From an optimization exercise on the open Yosys and OpenROAD flow, aimed at small area; shortcuts taken in it are not production practice. The RTL was checked by simulation tests, not by an equivalence proof against the original design. No activity file was given, so power comes from the tool's default toggle rates.

## reorder_buffer
module reorder_buffer #(
  parameter int ROB_WIDTH = 4,
  parameter int DATA_W    = 32
) (
  input  logic                 clk,
  input  logic                 rst,
  input  logic                 in_assign_ena,
  input  logic [DATA_W-1:0]    in_inst,
  input  logic [4:0]           in_reg_rd,
  input  logic [DATA_W-1:0]    in_pc,
  input  logic                 in_predicted_taken,
  output logic [ROB_WIDTH-1:0] out_assigned_tag,
  output logic                 out_full,
  input  logic [ROB_WIDTH-1:0] in_query_tag1,
  input  logic [ROB_WIDTH-1:0] in_query_tag2,
  output logic                 out_query_tag1_ready,
  output logic                 out_query_tag2_ready,
  output logic [DATA_W-1:0]    out_query_ready_value1,
  output logic [DATA_W-1:0]    out_query_ready_value2,
  input  logic                 in_cdb_ena,
  input  logic [ROB_WIDTH-1:0] in_cdb_tag,
  input  logic [DATA_W-1:0]    in_cdb_value,
  input  logic                 in_cdb_taken,
  input  logic [DATA_W-1:0]    in_cdb_target,
  output logic                 out_commit_ena,
  output logic [4:0]           out_commit_rd,
  output logic [DATA_W-1:0]    out_commit_value,
  output logic [ROB_WIDTH-1:0] out_commit_tag,
  output logic                 out_store_commit_ena,
  output logic [ROB_WIDTH-1:0] out_store_commit_tag,
  output logic                 out_rollback,
  output logic [DATA_W-1:0]    out_correct_pc,
  output logic                 out_bp_update_ena,
  output logic [DATA_W-1:0]    out_bp_pc,
  output logic                 out_bp_taken
);
  ...
Size in the first run: about 4200 cells after synthesis, roughly 1600 flip-flops, about 340 I/O pins, about 63000 µm² of cells after synthesis.
==> flow/config.mk <==
export PLATFORM = sky130hd
export DESIGN_NAME = reorder_buffer
export DESIGN_NICKNAME = reorder_buffer
export VERILOG_FILES = /design/flow/design.v
export SDC_FILE = /design/flow/constraint.sdc
export NUM_CORES = 4
export LEC_CHECK = 0
export CAP_MARGIN = 20
export CORE_MARGIN = 2
export CORE_UTILIZATION = 50
export CTS_BUF_LIST = sky130_fd_sc_hd__clkbuf_8
export CTS_CLUSTER_DIAMETER = 50
export CTS_CLUSTER_SIZE = 14
export SETUP_SLACK_MARGIN = 0.15
export SLEW_MARGIN = 20
==> flow/constraint.sdc <==
create_clock -name core_clock -period 5.5 [get_ports {clk}]
set_input_delay 1.1000 -clock core_clock [delete_from_list [all_inputs] [get_ports {clk}]]
set_output_delay 1.1000 -clock core_clock [all_outputs]
set_load 0.01 [all_outputs]
run.sh (not shown) runs the stock make flow with config.mk's settings and CLKGATE_MAP_FILE= SYNTH_SCRIPT=/design/flow/synth_recipe.tcl, a recipe that flattens the netlist after the stock synthesis.
==> next run, changes <==
==> flow/flow/run.sh (new file) <==
#!/bin/bash
# Standard ORFS layout (the standard.sh, standard synthesis unchanged) with two knobs:
#  - port buffers use a plain buffer cell instead of the default delay cell;
#  - CTS does not insert dummy loads.
set -euo pipefail
bash standard.sh \
  "BUFFER_PORTS_ARGS=-buffer_cell sky130_fd_sc_hd__buf_2" \
  "CTS_ARGS=-sink_clustering_enable -repair_clock_nets -sink_clustering_size 14 -sink_clustering_max_diameter 50 -buf_list sky130_fd_sc_hd__clkbuf_8 -dont_use_dummy_load" \
  finish > make.log 2>&1
==> flow/standard.sh (new file) <==
#!/bin/bash
# synth_recipe.tcl (not shown) runs the flow's synth.tcl, then flattens the netlist and writes it again
# the make line also repeats each setting of config.mk as NAME=value (left out here)
make -C /OpenROAD-flow-scripts/flow DESIGN_CONFIG=/design/flow/config.mk WORK_HOME=/design/flow/orfs CLKGATE_MAP_FILE= SYNTH_SCRIPT=/design/flow/synth_recipe.tcl "${@:-finish}"
removed: flow/run.sh
The changed run completed with no timing, DRC or antenna violations.
Area after synthesis stays the same.
Utilization decreases by 3.1 points.
Final cell count decreases by about 3%.
Worst setup slack gains 0.11 ns.
Hold slack loses 0.050 ns.
Via count decreases by 1.5%.
Die area does not change.
Clock-buffer cell count decreases by 1.
Clock skew increases by 0.047 ns.
==> next run, changes <==
==> flow/flow/run.sh (replaced) <==
#!/bin/bash
# Standard ORFS layout (the standard.sh, standard synthesis unchanged) with two knobs:
#  - port buffers use a plain buffer cell instead of the default delay cell;
#  - CTS does not insert dummy loads.
set -euo pipefail
bash standard.sh \
  "BUFFER_PORTS_ARGS=-buffer_cell sky130_fd_sc_hd__buf_1" \
  "CTS_ARGS=-sink_clustering_enable -repair_clock_nets -sink_clustering_size 26 -sink_clustering_max_diameter 90 -buf_list sky130_fd_sc_hd__clkbuf_16 -dont_use_dummy_load" \
  finish > make.log 2>&1
==> flow/config.mk (replaced) <==
export PLATFORM = sky130hd
export DESIGN_NAME = reorder_buffer
export DESIGN_NICKNAME = reorder_buffer
export VERILOG_FILES = /design/flow/design.v
export SDC_FILE = /design/flow/constraint.sdc
export NUM_CORES = 4
export LEC_CHECK = 0
export CAP_MARGIN = 5
export CORE_MARGIN = 2
export CORE_UTILIZATION = 60
export CTS_BUF_LIST = sky130_fd_sc_hd__clkbuf_16
export CTS_CLUSTER_DIAMETER = 90
export CTS_CLUSTER_SIZE = 26
export SETUP_SLACK_MARGIN = 0.1
export SLEW_MARGIN = 5
Effect: Hold slack improved by 0.053 ns. Setup slack got worse by 0.066 ns. Clock power came out lower by 7.2%. Die area came out lower by 16%. Maximum frequency came out lower by 1.3%. Via count came out lower by 0.34%. Sequential share of layout area came out higher by 1.3 points. Total power came out lower by 2.3%. Utilization came out higher by 9.7 points. Final cell count came out lower by 6.2%.
==> next run, changes <==
--- a/flow/flow/run.sh
+++ b/flow/flow/run.sh
@@ -8 +8 @@
-  "CTS_ARGS=-sink_clustering_enable -repair_clock_nets -sink_clustering_size 26 -sink_clustering_max_diameter 90 -buf_list sky130_fd_sc_hd__clkbuf_16 -dont_use_dummy_load" \
+  "CTS_ARGS=-sink_clustering_enable -repair_clock_nets -sink_clustering_size 17 -sink_clustering_max_diameter 45 -buf_list sky130_fd_sc_hd__clkbuf_8 -dont_use_dummy_load" \
--- a/flow/config.mk
+++ b/flow/config.mk
@@ -10,4 +10,4 @@
-export CORE_UTILIZATION = 60
-export CTS_BUF_LIST = sky130_fd_sc_hd__clkbuf_16
-export CTS_CLUSTER_DIAMETER = 90
-export CTS_CLUSTER_SIZE = 26
+export CORE_UTILIZATION = 50
+export CTS_BUF_LIST = sky130_fd_sc_hd__clkbuf_8
+export CTS_CLUSTER_DIAMETER = 45
+export CTS_CLUSTER_SIZE = 17
What happened: Utilization is lower by 9.9 points; wire length is higher by about 3.3%; die area is higher by 20%; non-clock buffer count is higher by 38; cell count is higher by about 6.6%; worst hold slack is worse by 0.016 ns; setup slack is better by 0.026 ns; register-to-register slack hardly moves; via count is about the same.

---

Setup of v54:
Another version of the RTL of reorder_buffer (not shown whole).
Size in the first run: roughly 1600 flip-flops, ~340 I/O pins.
clock: 5.5 ns
lec_check: 0
cap_margin: 5
core_margin: 2
core_utilization: 50
cts_buf_list: sky130_fd_sc_hd__clkbuf_8
cts_cluster_diameter: 45
cts_cluster_size: 17
setup_slack_margin: 0.1
slew_margin: 5
synth_hierarchical: 1
synth_minimum_keep_size: 0
standard.sh (not shown) runs the stock make flow with config.mk's settings and CLKGATE_MAP_FILE= SYNTH_SCRIPT=/design/flow/synth_recipe.tcl, a recipe that flattens the netlist after the stock synthesis.
==> flow/flow/run.sh <==
#!/bin/bash
# Standard ORFS layout (the standard.sh, standard synthesis unchanged) with two knobs:
#  - port buffers use a plain buffer cell instead of the default delay cell;
#  - CTS does not insert dummy loads.
set -euo pipefail
bash standard.sh \
  "BUFFER_PORTS_ARGS=-buffer_cell sky130_fd_sc_hd__buf_1" \
  "CTS_ARGS=-sink_clustering_enable -repair_clock_nets -sink_clustering_size 17 -sink_clustering_max_diameter 45 -buf_list sky130_fd_sc_hd__clkbuf_8 -dont_use_dummy_load" \
  finish > make.log 2>&1
The following lists how v28 was set up differently from v54:
Settings: CTS_BUF_LIST changed from sky130_fd_sc_hd__clkbuf_8 to sky130_fd_sc_hd__clkbuf_16; CTS_CLUSTER_SIZE changed from 17 to 26; CORE_UTILIZATION changed from 50 to 60; CTS_CLUSTER_DIAMETER changed from 45 to 90.
==> flow/flow/run.sh <==
#!/bin/bash
# Standard ORFS layout (the standard.sh, standard synthesis unchanged) with three knobs:
#  - port buffers use a plain buffer cell instead of the default delay cell;
#  - CTS does not insert dummy loads;
#  - after global routing, gates on paths with slack are downsized (RECOVER_POWER).
set -euo pipefail
bash standard.sh \
  "BUFFER_PORTS_ARGS=-buffer_cell sky130_fd_sc_hd__buf_1" \
  "CTS_ARGS=-sink_clustering_enable -repair_clock_nets -sink_clustering_size 26 -sink_clustering_max_diameter 90 -buf_list sky130_fd_sc_hd__clkbuf_16 -dont_use_dummy_load" \
  "RECOVER_POWER=100" \
  finish > make.log 2>&1
Findings:
- Run comparison: v28 capture point of the critical path out_correct_pc[10]; v54 capture point of the critical path out_correct_pc[31]
- From the logs: v28 reached the end of the flow and failed the layout checks with max-capacitance violations, max-slew violations, negative setup slack.
- Re worst-case headroom to the max-slew limit: v28 is 87 points down on v54.
- v54 has higher total power consumption of the routed design than v28.
- Reported for v54 and v28, post-synthesis adder-cell area fraction turned out identical to the last digit.
- Least setup slack across all paths after layout: v54 and v28 compared, lower one is v28
Modified inputs, v49 compared to v28
--- a/flow/flow/run.sh
+++ b/flow/flow/run.sh
@@ -2 +2 @@
-# Standard ORFS layout (the standard.sh, standard synthesis unchanged) with three knobs:
+# Standard ORFS layout (the standard.sh, standard synthesis unchanged) with two knobs:
@@ -4,2 +4 @@
-#  - CTS does not insert dummy loads;
-#  - after global routing, gates on paths with slack are downsized (RECOVER_POWER).
+#  - CTS does not insert dummy loads.
@@ -10 +8,0 @@
-  "RECOVER_POWER=100" \
## What came out
v49 finished every stage and its layout cleared the timing, DRC and antenna checks.
v49 -> v28: routed wire length flat
Total number of vias of v28 is on par with v49.
Max freq v28 -> v49: improved
Re number of maximum-capacitance constraint violations: v49 is 23 down on v28.
For final instance count without filler cells, v49 and v28 come out practically identical.
Looking at power per cell area, v49 sits below v28.
Detailed-routed wire length on met3 (lower): v28
Taking v28 as the reference point, the sequential share of layout area of v49 falls by 0.29 points.

---

## nickel
Another version of the RTL of reorder_buffer (not shown whole).
Size in the first run: about 5,500 cells after synthesis, ~1,600 flip-flops.
Design reorder_buffer, start of the top module:
module reorder_buffer #(
  parameter int ROB_WIDTH = 4,
  parameter int DATA_W    = 32
) (
  input  logic                 clk,
  input  logic                 rst,
  input  logic                 in_assign_ena,
  input  logic [DATA_W-1:0]    in_inst,
  input  logic [4:0]           in_reg_rd,
  input  logic [DATA_W-1:0]    in_pc,
  input  logic                 in_predicted_taken,
  output logic [ROB_WIDTH-1:0] out_assigned_tag,
  output logic                 out_full,
  input  logic [ROB_WIDTH-1:0] in_query_tag1,
  input  logic [ROB_WIDTH-1:0] in_query_tag2,
  output logic                 out_query_tag1_ready,
  output logic                 out_query_tag2_ready,
  output logic [DATA_W-1:0]    out_query_ready_value1,
  output logic [DATA_W-1:0]    out_query_ready_value2,
  input  logic                 in_cdb_ena,
  input  logic [ROB_WIDTH-1:0] in_cdb_tag,
  input  logic [DATA_W-1:0]    in_cdb_value,
  input  logic                 in_cdb_taken,
  input  logic [DATA_W-1:0]    in_cdb_target,
  output logic                 out_commit_ena,
  output logic [4:0]           out_commit_rd,
  output logic [DATA_W-1:0]    out_commit_value,
  output logic [ROB_WIDTH-1:0] out_commit_tag,
  output logic                 out_store_commit_ena,
  output logic [ROB_WIDTH-1:0] out_store_commit_tag,
  output logic                 out_rollback,
  output logic [DATA_W-1:0]    out_correct_pc,
  output logic                 out_bp_update_ena,
  output logic [DATA_W-1:0]    out_bp_pc,
  output logic                 out_bp_taken
);
  localparam int N = (1 << ROB_WIDTH) - 1;
  typedef logic [ROB_WIDTH-1:0] tag_t;
  localparam logic [6:0] OP_STORE  = 7'b0100011;
  localparam logic [6:0] OP_BRANCH = 7'b1100011;
  localparam logic [6:0] OP_JALR   = 7'b1100111;
  tag_t              head_q, tail_q, count_q, prev_q;
  logic [N:1]        busy_q, ready_q;
  logic [DATA_W-1:0] val_q [1:N];
  logic [DATA_W-1:0] tgt_q [1:N];
  logic [DATA_W-1:0] a_q   [1:N];
  logic [N:1]        br_q, pr_q, tk_q;
  logic              commit_ena_q, store_ena_q, rollback_q, bp_ena_q, bp_taken_q, use_tgt_q;
  ...
==> flow/config.mk <==
export PLATFORM = sky130hd
export DESIGN_NAME = reorder_buffer
export DESIGN_NICKNAME = reorder_buffer
export VERILOG_FILES = /design/flow/design.v
export SDC_FILE = /design/flow/constraint.sdc
export NUM_CORES = 4
export LEC_CHECK = 0
export CAP_MARGIN = 5
export CORE_MARGIN = 2
export CORE_UTILIZATION = 66
export CTS_BUF_LIST = sky130_fd_sc_hd__clkbuf_16
export CTS_CLUSTER_DIAMETER = 90
export CTS_CLUSTER_SIZE = 26
export SETUP_SLACK_MARGIN = 0.1
export SLEW_MARGIN = 5
export SYNTH_HIERARCHICAL = 1
export SYNTH_MINIMUM_KEEP_SIZE = 0
==> flow/constraint.sdc <==
create_clock -name core_clock -period 5.5 [get_ports {clk}]
set_input_delay 1.1000 -clock core_clock [delete_from_list [all_inputs] [get_ports {clk}]]
set_output_delay 1.1000 -clock core_clock [all_outputs]
set_load 0.01 [all_outputs]
==> flow/flow/run.sh <==
#!/bin/bash
# Standard ORFS layout (the standard.sh, standard synthesis unchanged) with two knobs:
#  - port buffers use a plain buffer cell instead of the default delay cell;
#  - CTS does not insert dummy loads.
set -euo pipefail
bash standard.sh \
  "BUFFER_PORTS_ARGS=-buffer_cell sky130_fd_sc_hd__buf_1" \
  "CTS_ARGS=-sink_clustering_enable -repair_clock_nets -sink_clustering_size 26 -sink_clustering_max_diameter 90 -buf_list sky130_fd_sc_hd__clkbuf_16 -dont_use_dummy_load" \
  finish > make.log 2>&1
Final checks on nickel, whose flow otherwise completed, came back failing, citing max-capacitance violations, max-slew violations.
--- input diff nickel..cedar ---
# nickel
export LEC_CHECK = 0
export CAP_MARGIN = 5
export CORE_MARGIN = 2
export CORE_UTILIZATION = 66
export CTS_BUF_LIST = sky130_fd_sc_hd__clkbuf_16
export CTS_CLUSTER_DIAMETER = 90
export CTS_CLUSTER_SIZE = 26
export SETUP_SLACK_MARGIN = 0.1
export SLEW_MARGIN = 5
export SYNTH_HIERARCHICAL = 1
export SYNTH_MINIMUM_KEEP_SIZE = 0
create_clock -name core_clock -period 5.5 [get_ports {clk}]
# cedar
export LEC_CHECK = 0
export CAP_MARGIN = 5
export CORE_MARGIN = 2
export CORE_UTILIZATION = 60
export CTS_BUF_LIST = sky130_fd_sc_hd__clkbuf_16
export CTS_CLUSTER_DIAMETER = 90
export CTS_CLUSTER_SIZE = 26
export SETUP_SLACK_MARGIN = 0.1
export SLEW_MARGIN = 5
export SYNTH_HIERARCHICAL = 1
export SYNTH_MINIMUM_KEEP_SIZE = 0
create_clock -name core_clock -period 5.5 [get_ports {clk}]
cedar: done, clean on timing, DRC and antenna. The leakage component of the power on nickel is in line with that on cedar. Summary of cedar over nickel: total power draw roughly the same; final instance area now sits higher; clock-pin slew reported for the worst setup and hold paths after clock tree synthesis lost 20 ps; number of standard cells in the layout, taps in and fillers out +about 1.8%; time the worst path needs with I/O delays and setup lower. A worst setup path endpoint of out_correct_pc[7] is what nickel shows, while out_query_ready_value1[7] belongs to cedar. The higher tap cell count of nickel and cedar is in cedar. Diff nickel -> cedar | number of antenna violations at the first check in global routing | decrease of 11.

## what the ideal ports hide
Ports are ideal in the flow. The routed layouts listed here were re-timed in OpenROAD. Step 1: set_driving_cell puts a clkbuf_16 on clk and a buf_2 on each other input, an assumption about the parent block. Step 2 adds t to the input delays and takes it off the output delays; t is the mean of the earliest and latest rising clock arrival at the registers after step 1. Input paths then give back, and output paths get back, about the clock's delay inside the block. Three values: ideal, step 1, step 2; two values: the first two.
run	t, ns	slack for setup (ns)	clock arrival spread, ns	worst register clock-pin slew, ns	cell pins on the clock port's net
the first run of note 1	0.970	0.169 / 0.134 / 0.134	0.078 / 0.078	0.10 / 0.10	1
the second run of note 1	0.966	0.281 / 0.209 / 0.416	0.115 / 0.115	0.09 / 0.09	1
the third run of note 1	0.742	0.214 / 0.141 / 0.373	0.071 / 0.071	0.11 / 0.11	1
the fourth run of note 1	0.956	0.240 / 0.166 / 0.385	0.118 / 0.118	0.10 / 0.10	1
v54	0.982	0.178 / 0.096 / 0.464	0.110 / 0.109	0.11 / 0.11	1
v28	0.758	-0.007 / -0.088 / -0.222	0.067 / 0.066	0.11 / 0.11	1
v49	0.757	0.151 / 0.070 / 0.422	0.072 / 0.072	0.11 / 0.11	1
nickel	0.751	0.104 / 0.029 / 0.112	0.079 / 0.080	0.11 / 0.11	1
cedar	0.762	0.132 / 0.043 / 0.043	0.077 / 0.077	0.11 / 0.11	1
For v28, which loses most, drivers alone change the setup slack by -0.081 ns; drivers and shift together by -0.215 ns.
